What follows belongs to an exercise in optimizing a design on an open flow for small area; a production flow would make more cautious choices. In this exercise RTL edits were held to simulation tests only and were not proved equivalent to the original.

## minilab_top
module minilab_top (
  input  logic        CLOCK_50,
  input  logic        KEY,
  input  logic [9:0]  SW,
  output logic        LEDR,
  output logic [6:0]  HEX0,
  output logic [6:0]  HEX1,
  output logic [6:0]  HEX2,
  output logic [6:0]  HEX3,
  output logic [6:0]  HEX4,
  output logic [6:0]  HEX5,
  output logic        mem_read,
  output logic [31:0] mem_address,
  input  logic [63:0] mem_readdata,
  input  logic        mem_readdatavalid,
  input  logic        mem_waitrequest
);
Size in the first run: roughly 860 cells after synthesis, ~240 flip-flops, roughly 150 I/O pins, ~0.011 mm^2 of cells after synthesis.
==> module minilab_top, before the edit <==
module minilab_top (
  input  logic        CLOCK_50,
  input  logic        KEY,
  input  logic [9:0]  SW,
  output logic        LEDR,
  output logic [6:0]  HEX0,
  output logic [6:0]  HEX1,
  output logic [6:0]  HEX2,
  output logic [6:0]  HEX3,
  output logic [6:0]  HEX4,
  output logic [6:0]  HEX5,
  output logic        mem_read,
  output logic [31:0] mem_address,
  input  logic [63:0] mem_readdata,
  input  logic        mem_readdatavalid,
  input  logic        mem_waitrequest
);
  localparam int RW = 19;
  logic       pass;       
  logic       is_b;       
  logic [2:0] row;        
  logic       req;        
  logic       wait_rsp;   
  logic [2:0] j;          
  logic       done;
  logic capture;
  assign capture = wait_rsp && mem_readdatavalid;
  always_ff @(posedge CLOCK_50 or negedge KEY) begin
    if (!KEY) begin
      pass     <= 1'b0;
      is_b     <= 1'b1;
      row      <= 3'd0;
      req      <= 1'b0;
      wait_rsp <= 1'b0;
      j        <= 3'd0;
      done     <= 1'b0;
    end else begin
      if (req && !mem_waitrequest) begin
        req      <= 1'b0;
        wait_rsp <= 1'b1;
      end
      if (capture) begin
        wait_rsp <= 1'b0;
        if (is_b) begin
          is_b <= 1'b0;
          req  <= 1'b1;
        end else begin
          j <= 3'd1;
        end
      end
      if (j != 3'd0) j <= j + 3'd1;
      if (j == 3'd7) begin
        row <= row + 3'd1;
        if (row == 3'd7) begin
          if (pass) begin
            is_b <= 1'b1;
          end else begin
            pass <= 1'b1;
            is_b <= 1'b1;
            req  <= 1'b1;
          end
        end else begin
          req <= 1'b1;
        end
      end
      if (pass && is_b && !req && !wait_rsp) done <= 1'b1;
      if (!req && !wait_rsp && is_b && !pass && j == 3'd0) req <= 1'b1;
    end
  end
  assign mem_read    = req;
  assign mem_address = is_b ? 32'd0 : {28'd0, 1'b0, row} + 32'd1;
  assign LEDR        = done;
  logic [31:0] h;
  assign h = pass ? mem_readdata[31:0] : mem_readdata[63:32];
  logic [31:0] b_q;
  always_ff @(posedge CLOCK_50) begin
    if (capture && is_b) b_q <= h;
  end
  logic [3:0] a_q [7];
  always_ff @(posedge CLOCK_50) begin
    for (int m = 0; m < 6; m++) begin
      if (j == 3'd0) a_q[m] <= h[27-4*m -: 4];
      else           a_q[m] <= a_q[m+1];
    end
    a_q[6] <= h[3:0];
  end
  logic [3:0] op_a;
  logic [7:0] op_b;
  logic       hi;
  assign op_a = (j == 3'd0) ? h[31:28] : a_q[0];
  assign op_b = b_q[31 - 8*j[2:1] -: 8];
  assign hi   = !j[0];
  logic [RW-1:0] res [8];
  logic [2:0]    sel_idx;
  logic [RW-1:0] sel;
  logic [RW-1:0] base;
  logic [RW-1:0] sum;
  logic [11:0]   prod;
  logic [15:0]   addend;
  logic [11:0]   p_q;
  logic          hi_q;
  logic          we_q;
  logic          zero_q;
  logic [2:0]    row_q;
  assign prod = op_a * op_b;
  always_ff @(posedge CLOCK_50) begin
    p_q    <= prod;
    hi_q   <= hi;
    we_q   <= (capture && !is_b) || (j != 3'd0);
    zero_q <= !pass && j == 3'd0;
    row_q  <= row;
  end
  assign sel_idx = done ? SW[3:1] : row_q;
  assign sel     = res[sel_idx];
  assign base    = zero_q ? '0 : sel;
  assign addend  = hi_q ? {p_q, 4'd0} : {4'd0, p_q};
  assign sum     = base + RW'(addend);
  always_ff @(posedge CLOCK_50) begin
    for (int i = 0; i < 8; i++) begin
      if (we_q && row_q == 3'(i)) res[i] <= sum;
    end
  end
  function automatic logic [6:0] seg_of(input logic [3:0] nib);
    case (nib)
      4'h0:    seg_of = 7'b1000000;
      4'h1:    seg_of = 7'b1111001;
      4'h2:    seg_of = 7'b0100100;
      4'h3:    seg_of = 7'b0110000;
      4'h4:    seg_of = 7'b0011001;
      4'h5:    seg_of = 7'b0010010;
      4'h6:    seg_of = 7'b0000010;
      4'h7:    seg_of = 7'b1111000;
      4'h8:    seg_of = 7'b0000000;
      4'h9:    seg_of = 7'b0011000;
      4'ha:    seg_of = 7'b0001000;
      4'hb:    seg_of = 7'b0000011;
      4'hc:    seg_of = 7'b1000110;
      4'hd:    seg_of = 7'b0100001;
      4'he:    seg_of = 7'b0000110;
      default: seg_of = 7'b0001110;
    endcase
  endfunction
  logic        show;
  logic [23:0] shown;
  assign show  = done && SW[0];
  assign shown = {5'd0, sel};
  assign HEX0 = show ? seg_of(shown[3:0])   : 7'b1111111;
  assign HEX1 = show ? seg_of(shown[7:4])   : 7'b1111111;
  assign HEX2 = show ? seg_of(shown[11:8])  : 7'b1111111;
  assign HEX3 = show ? seg_of(shown[15:12]) : 7'b1111111;
  assign HEX4 = show ? seg_of(shown[19:16]) : 7'b1111111;
  assign HEX5 = show ? seg_of(shown[23:20]) : 7'b1111111;
endmodule
Settings: LEC_CHECK=0, CAP_MARGIN=20, CORE_MARGIN=2, CORE_UTILIZATION=40, GPL_TIMING_DRIVEN=0, SLEW_MARGIN=20; clock period 8.0 ns.
standard.sh (not shown) runs the stock make flow with config.mk's settings and CLKGATE_MAP_FILE= SYNTH_SCRIPT=/design/flow/synth_recipe.tcl, a recipe that flattens the netlist after the stock synthesis.
==> flow/flow/run.sh <==
#!/bin/bash
# Layout flow: the standard flow (standard.sh) with these changes:
#  - synthesis maps logic with yosys's default (area-oriented) ABC script,
#    without ORFS's half/full-adder extraction, Kogge-Stone adder map or pass-through output
#    buffers (flow/my_synth.tcl); registers are mapped
#    exactly as in the standard synthesis;
#  - port buffers use the smallest buffer cell;
#  - clock tree: clkbuf_8 leaf clusters, no dummy loads.
# Each tool's output goes to flow_run.log (make) and ORFS's own logs.
set -euo pipefail
HERE=$(pwd)
sed "s|SYNTH_SCRIPT=[^ ]*|SYNTH_SCRIPT=$HERE/flow/my_synth.tcl|" standard.sh > my_standard.sh
export BUFFER_PORTS_ARGS="-buffer_cell sky130_fd_sc_hd__buf_1"
export CTS_ARGS="-sink_clustering_enable -repair_clock_nets -dont_use_dummy_load -buf_list sky130_fd_sc_hd__clkbuf_8 -sink_clustering_size 16 -sink_clustering_max_diameter 60"
export MY_ABC_D=8000
bash my_standard.sh ADDER_MAP_FILE= SYNTH_OPERATIONS_ARGS=-noshare SYNTH_INSBUF=0 finish > flow_run.log 2>&1
==> flow/flow/my_synth.tcl <==
# synth_recipe.tcl with an area-oriented ABC mapping: the default yosys ABC
# script in place of ORFS's speed script. Everything else (front end,
# register mapping, flatten and renames) is the same as the standard flow's.
proc synth {args} { yosys synth -nofsm -noshare {*}$args }
proc abc {args} {
  set keep {}
  set i 0
  while {$i < [llength $args]} {
    set a [lindex $args $i]
    if {$a eq "-script" || $a eq "-constr" || $a eq "-D"} {
      incr i 2
      continue
    }
    lappend keep $a
    incr i
  }
  if {[info exists ::env(MY_ABC_D)] && $::env(MY_ABC_D) ne ""} {
    lappend keep -D $::env(MY_ABC_D)
  }
  yosys abc {*}$keep
}
source $::env(SCRIPTS_DIR)/synth.tcl
# left out here: clear keep_hierarchy, flatten, clean up, hide names made inside functions, write 1_2_yosys.v
==> next run, changes <==
--- a/flow/design.v
+++ b/flow/design.v
@@ -36,18 +36,19 @@
       j        <= 3'd0;
       done     <= 1'b0;
     end else begin
-      if (req && !mem_waitrequest) begin
-        req      <= 1'b0;
-        wait_rsp <= 1'b1;
-      end
       if (capture) begin
         wait_rsp <= 1'b0;
         if (is_b) begin
           is_b <= 1'b0;
-          req  <= 1'b1;
         end else begin
           j <= 3'd1;
         end
+      end
+      if (mem_read && !mem_waitrequest) begin
+        req      <= 1'b0;
+        wait_rsp <= 1'b1;
+      end else if (mem_read) begin
+        req      <= 1'b1;
       end
       if (j != 3'd0) j <= j + 3'd1;
       if (j == 3'd7) begin
@@ -58,18 +59,18 @@
           end else begin
             pass <= 1'b1;
             is_b <= 1'b1;
-            req  <= 1'b1;
           end
-        end else begin
-          req <= 1'b1;
         end
       end
       if (pass && is_b && !req && !wait_rsp) done <= 1'b1;
       if (!req && !wait_rsp && is_b && !pass && j == 3'd0) req <= 1'b1;
     end
   end
-  assign mem_read    = req;
-  assign mem_address = is_b ? 32'd0 : {28'd0, 1'b0, row} + 32'd1;
+  logic early;
+  assign early       = (j == 3'd7) && !(pass && row == 3'd7);
+  assign mem_read    = req || early || (capture && is_b);
+  assign mem_address = early ? ((row == 3'd7) ? 32'd0 : {28'd0, 1'b0, row} + 32'd2)
+                             : ((is_b && !capture) ? 32'd0 : {28'd0, 1'b0, row} + 32'd1);
   assign LEDR        = done;
   logic [31:0] h;
   assign h = pass ? mem_readdata[31:0] : mem_readdata[63:32];
@@ -112,7 +113,12 @@
     row_q  <= row;
   end
   assign sel_idx = done ? SW[3:1] : row_q;
-  assign sel     = res[sel_idx];
+  always_comb begin
+    sel = '0;
+    for (int i = 0; i < 8; i++) begin
+      if (sel_idx == 3'(i)) sel = sel | res[i];
+    end
+  end
   assign base    = zero_q ? '0 : sel;
   assign addend  = hi_q ? {p_q, 4'd0} : {4'd0, p_q};
   assign sum     = base + RW'(addend);
Effect: Via count is higher by 0.37%; utilization went up by 0.56 points; maximum frequency climbs by 0.33%; register-to-register slack is better by 0.02 ns; final area grows by 1.5%.

========
old:
minilab_top, a different RTL version from the one above (not shown whole).
For scale: ~940 cells after synthesis, roughly 150 I/O pins, ~10000 um2 of cells after synthesis.
==> module minilab_top, before the edit <==
module minilab_top (
  input  logic        CLOCK_50,
  input  logic        KEY,
  input  logic [9:0]  SW,
  output logic        LEDR,
  output logic [6:0]  HEX0,
  output logic [6:0]  HEX1,
  output logic [6:0]  HEX2,
  output logic [6:0]  HEX3,
  output logic [6:0]  HEX4,
  output logic [6:0]  HEX5,
  output logic        mem_read,
  output logic [31:0] mem_address,
  input  logic [63:0] mem_readdata,
  input  logic        mem_readdatavalid,
  input  logic        mem_waitrequest
);
  localparam int RW = 19;
  logic       pass;       
  logic       is_b;       
  logic [2:0] row;        
  logic       req;        
  logic       wait_rsp;   
  logic [2:0] j;          
  logic       done;
  logic capture;
  assign capture = wait_rsp && mem_readdatavalid;
  always_ff @(posedge CLOCK_50 or negedge KEY) begin
    if (!KEY) begin
      pass     <= 1'b0;
      is_b     <= 1'b1;
      row      <= 3'd0;
      req      <= 1'b0;
      wait_rsp <= 1'b0;
      j        <= 3'd0;
      done     <= 1'b0;
    end else begin
      if (capture) begin
        wait_rsp <= 1'b0;
        if (is_b) begin
          is_b <= 1'b0;
        end else begin
          j <= 3'd1;
        end
      end
      if (mem_read && !mem_waitrequest) begin
        req      <= 1'b0;
        wait_rsp <= 1'b1;
      end else if (mem_read) begin
        req      <= 1'b1;
      end
      if (j != 3'd0) j <= j + 3'd1;
      if (j == 3'd7) begin
        row <= row + 3'd1;
        if (row == 3'd7) begin
          if (pass) begin
            done <= 1'b1;
          end else begin
            pass <= 1'b1;
            is_b <= 1'b1;
          end
        end
      end
      if (!req && !wait_rsp && is_b && !pass && j == 3'd0) req <= 1'b1;
    end
  end
  logic early;
  assign early       = (j == 3'd7) && !(pass && row == 3'd7);
  assign mem_read    = req || early || (capture && is_b);
  assign mem_address = early ? ((row == 3'd7) ? 32'd0 : {28'd0, 1'b0, row} + 32'd2)
                             : ((is_b && !capture) ? 32'd0 : {28'd0, 1'b0, row} + 32'd1);
  assign LEDR        = done;
  logic [31:0] h;
  assign h = pass ? mem_readdata[31:0] : mem_readdata[63:32];
  logic [31:0] b_q;
  always_ff @(posedge CLOCK_50) begin
    if (capture && is_b) b_q <= h;
  end
  logic [3:0] a_q [7];
  always_ff @(posedge CLOCK_50) begin
    for (int m = 0; m < 6; m++) begin
      if (j == 3'd0) a_q[m] <= h[27-4*m -: 4];
      else           a_q[m] <= a_q[m+1];
    end
    a_q[6] <= h[3:0];
  end
  logic [3:0] op_a;
  logic [7:0] op_b;
  logic       hi;
  assign op_a = (j == 3'd0) ? h[31:28] : a_q[0];
  assign op_b = b_q[31 - 8*j[2:1] -: 8];
  assign hi   = !j[0];
  logic [RW-1:0] res [8];
  logic [2:0]    sel_idx;
  logic [RW-1:0] sel;
  logic [RW-1:0] base;
  logic          zero;
  assign zero    = !pass && j == 3'd0;
  logic [RW-1:0] sum;
  logic [11:0]   prod;
  logic [15:0]   addend;
  logic          we;
  assign sel_idx = done ? SW[3:1] : row;
  always_comb begin
    sel = '0;
    for (int i = 0; i < 8; i++) begin
      if (!zero && sel_idx == 3'(i)) sel = sel | res[i];
    end
  end
  assign base    = sel;
  assign prod    = op_a * op_b;
  assign addend = hi ? {prod, 4'd0} : {4'd0, prod};
  assign sum     = base + RW'(addend);
  assign we      = (capture && !is_b) || (j != 3'd0);
  always_ff @(posedge CLOCK_50) begin
    for (int i = 0; i < 8; i++) begin
      if (we && row == 3'(i)) res[i] <= sum;
    end
  end
  function automatic logic [6:0] seg_of(input logic [3:0] nib);
    case (nib)
      4'h0:    seg_of = 7'b1000000;
      4'h1:    seg_of = 7'b1111001;
      4'h2:    seg_of = 7'b0100100;
      4'h3:    seg_of = 7'b0110000;
      4'h4:    seg_of = 7'b0011001;
      4'h5:    seg_of = 7'b0010010;
      4'h6:    seg_of = 7'b0000010;
      4'h7:    seg_of = 7'b1111000;
      4'h8:    seg_of = 7'b0000000;
      4'h9:    seg_of = 7'b0011000;
      4'ha:    seg_of = 7'b0001000;
      4'hb:    seg_of = 7'b0000011;
      4'hc:    seg_of = 7'b1000110;
      4'hd:    seg_of = 7'b0100001;
      4'he:    seg_of = 7'b0000110;
      default: seg_of = 7'b0001110;
    endcase
  endfunction
  logic        show;
  logic [23:0] shown;
  assign show  = done && SW[0];
  assign shown = {5'd0, sel};
  assign HEX0 = show ? seg_of(shown[3:0])   : 7'b1111111;
  assign HEX1 = show ? seg_of(shown[7:4])   : 7'b1111111;
  assign HEX2 = show ? seg_of(shown[11:8])  : 7'b1111111;
  assign HEX3 = show ? seg_of(shown[15:12]) : 7'b1111111;
  assign HEX4 = show ? seg_of(shown[19:16]) : 7'b1111111;
  assign HEX5 = show ? seg_of(shown[23:20]) : 7'b1111111;
endmodule
export LEC_CHECK = 0
export CAP_MARGIN = 20
export CORE_MARGIN = 2
export CORE_UTILIZATION = 40
export GPL_TIMING_DRIVEN = 0
export SLEW_MARGIN = 20
create_clock -name core_clock -period 8.0 [get_ports {CLOCK_50}]
==> flow/flow/run.sh <==
#!/bin/bash
# Layout flow: the standard flow (standard.sh) with these changes:
#  - synthesis maps logic with an area-oriented ABC script (flow/area.abc),
#    without ORFS's half/full-adder extraction, Kogge-Stone adder map or pass-through output
#    buffers (flow/my_synth.tcl); registers are mapped
#    exactly as in the standard synthesis;
#  - port buffers use the smallest buffer cell;
#  - clock tree: clkbuf_8 leaf clusters, no dummy loads.
# Each tool's output goes to flow_run.log (make) and ORFS's own logs.
set -euo pipefail
HERE=$(pwd)
sed "s|SYNTH_SCRIPT=[^ ]*|SYNTH_SCRIPT=$HERE/flow/my_synth.tcl|" standard.sh > my_standard.sh
export BUFFER_PORTS_ARGS="-buffer_cell sky130_fd_sc_hd__buf_1"
export CTS_ARGS="-sink_clustering_enable -repair_clock_nets -dont_use_dummy_load -buf_list sky130_fd_sc_hd__clkbuf_8 -sink_clustering_size 16 -sink_clustering_max_diameter 60"
export MY_ABC_SCRIPT=$HERE/flow/area.abc
bash my_standard.sh ADDER_MAP_FILE= SYNTH_OPERATIONS_ARGS=-noshare SYNTH_INSBUF=0 finish > flow_run.log 2>&1
==> flow/flow/area.abc <==
strash
&get -n
&fraig -x
&put
dc2
strash
dch -f
amap -m
==> flow/flow/my_synth.tcl <==
# synth_recipe.tcl with an area-oriented ABC mapping: the default yosys ABC
# script in place of ORFS's speed script. Everything else (front end,
# register mapping, flatten and renames) is the same as the standard flow's.
proc synth {args} { yosys synth -nofsm -noshare {*}$args }
proc abc {args} {
  set keep {}
  set i 0
  while {$i < [llength $args]} {
    set a [lindex $args $i]
    if {$a eq "-script" || $a eq "-constr" || $a eq "-D"} {
      incr i 2
      continue
    }
    lappend keep $a
    incr i
  }
  if {[info exists ::env(MY_ABC_D)] && $::env(MY_ABC_D) ne ""} {
    lappend keep -D $::env(MY_ABC_D)
  }
  if {[info exists ::env(MY_ABC_SCRIPT)] && $::env(MY_ABC_SCRIPT) ne ""} {
    lappend keep -script $::env(MY_ABC_SCRIPT)
  }
  yosys abc {*}$keep
}
source $::env(SCRIPTS_DIR)/synth.tcl
# left out here: clear keep_hierarchy, flatten, clean up, hide names made inside functions, write 1_2_yosys.v
#### Input delta (new over old)
--- a/flow/design.v
+++ b/flow/design.v
@@ -92,26 +92,19 @@
   assign op_b = b_q[31 - 8*j[2:1] -: 8];
   assign hi   = !j[0];
   logic [RW-1:0] res [8];
   logic [2:0]    sel_idx;
   logic [RW-1:0] sel;
   logic [RW-1:0] base;
-  logic          zero;
-  assign zero    = !pass && j == 3'd0;
   logic [RW-1:0] sum;
   logic [11:0]   prod;
   logic [15:0]   addend;
   logic          we;
   assign sel_idx = done ? SW[3:1] : row;
-  always_comb begin
-    sel = '0;
-    for (int i = 0; i < 8; i++) begin
-      if (!zero && sel_idx == 3'(i)) sel = sel | res[i];
-    end
-  end
-  assign base    = sel;
+  assign sel     = res[sel_idx];
+  assign base    = (!pass && j == 3'd0) ? '0 : sel;
   assign prod    = op_a * op_b;
   assign addend = hi ? {prod, 4'd0} : {4'd0, prod};
   assign sum     = base + RW'(addend);
   assign we      = (capture && !is_b) || (j != 3'd0);
   always_ff @(posedge CLOCK_50) begin
     for (int i = 0; i < 8; i++) begin
## What came out
Summary of new over old: worst hold slack went up; met3 routing resource usage after global routing picked up an extra 0.17 points; compound-cell area share of the yosys netlist up 0.35 points; combined flip-flop and latch cell area stayed essentially flat; portion of the clock cycle consumed by the worst path in the final layout grew by 2.7 points.
Re shortest period the worst path allows: new and old aren't equal, and the lower value belongs to old.
Clock tree buffer count of the final layout (new over old): increase, 1
In the tables for new and old, via count reads lower with old.
When the final numbers for new and old were put side by side, the number of nets in the final layout turned out to be smaller in old.
Between old and new, the flow reports number of combinational gates with multiple inputs increasing by a few percent.
From old to new the numbers moved as follows: length of routed wiring on met1 went up; design area went up.

==> separate check: timing with driven ports <==
The results above use ideal ports. As a check the final layouts listed here were re-extracted and re-timed, cells and wires unchanged.
Step 1 sets driving cells, clkbuf_16 on the clock port and buf_2 on the other inputs (assumed; they add their load-dependent delay and slew).
Step 2 times the ports against the registers' clock, not the clock port: input delays grow and output delays shrink by t, the midpoint of the rising clock arrivals with the driver on.
Three values: no drivers, after step 1, after step 2; two values: the first two.
| run | t (ns) | slack for setup (ns) | worst register clock-pin slew, ns |
|---|---|---|---|
| the first run of note 1 | 0.539 | 0.177 / 0.179 / -0.360 | 0.10 / 0.10 |
| the second run of note 1 | 0.556 | 0.203 / 0.220 / -0.337 | 0.10 / 0.10 |
| old | 0.553 | 0.783 / 0.802 / 0.249 | 0.11 / 0.11 |
| new | 0.550 | 0.564 / 0.543 / 0.178 | 0.10 / 0.10 |
Met with ideal ports but missed after step 2: setup timing in the first run of note 1 and the second run of note 1. For the second run of note 1, which loses most, drivers alone change the setup slack by +0.017 ns; drivers and shift together by -0.540 ns.
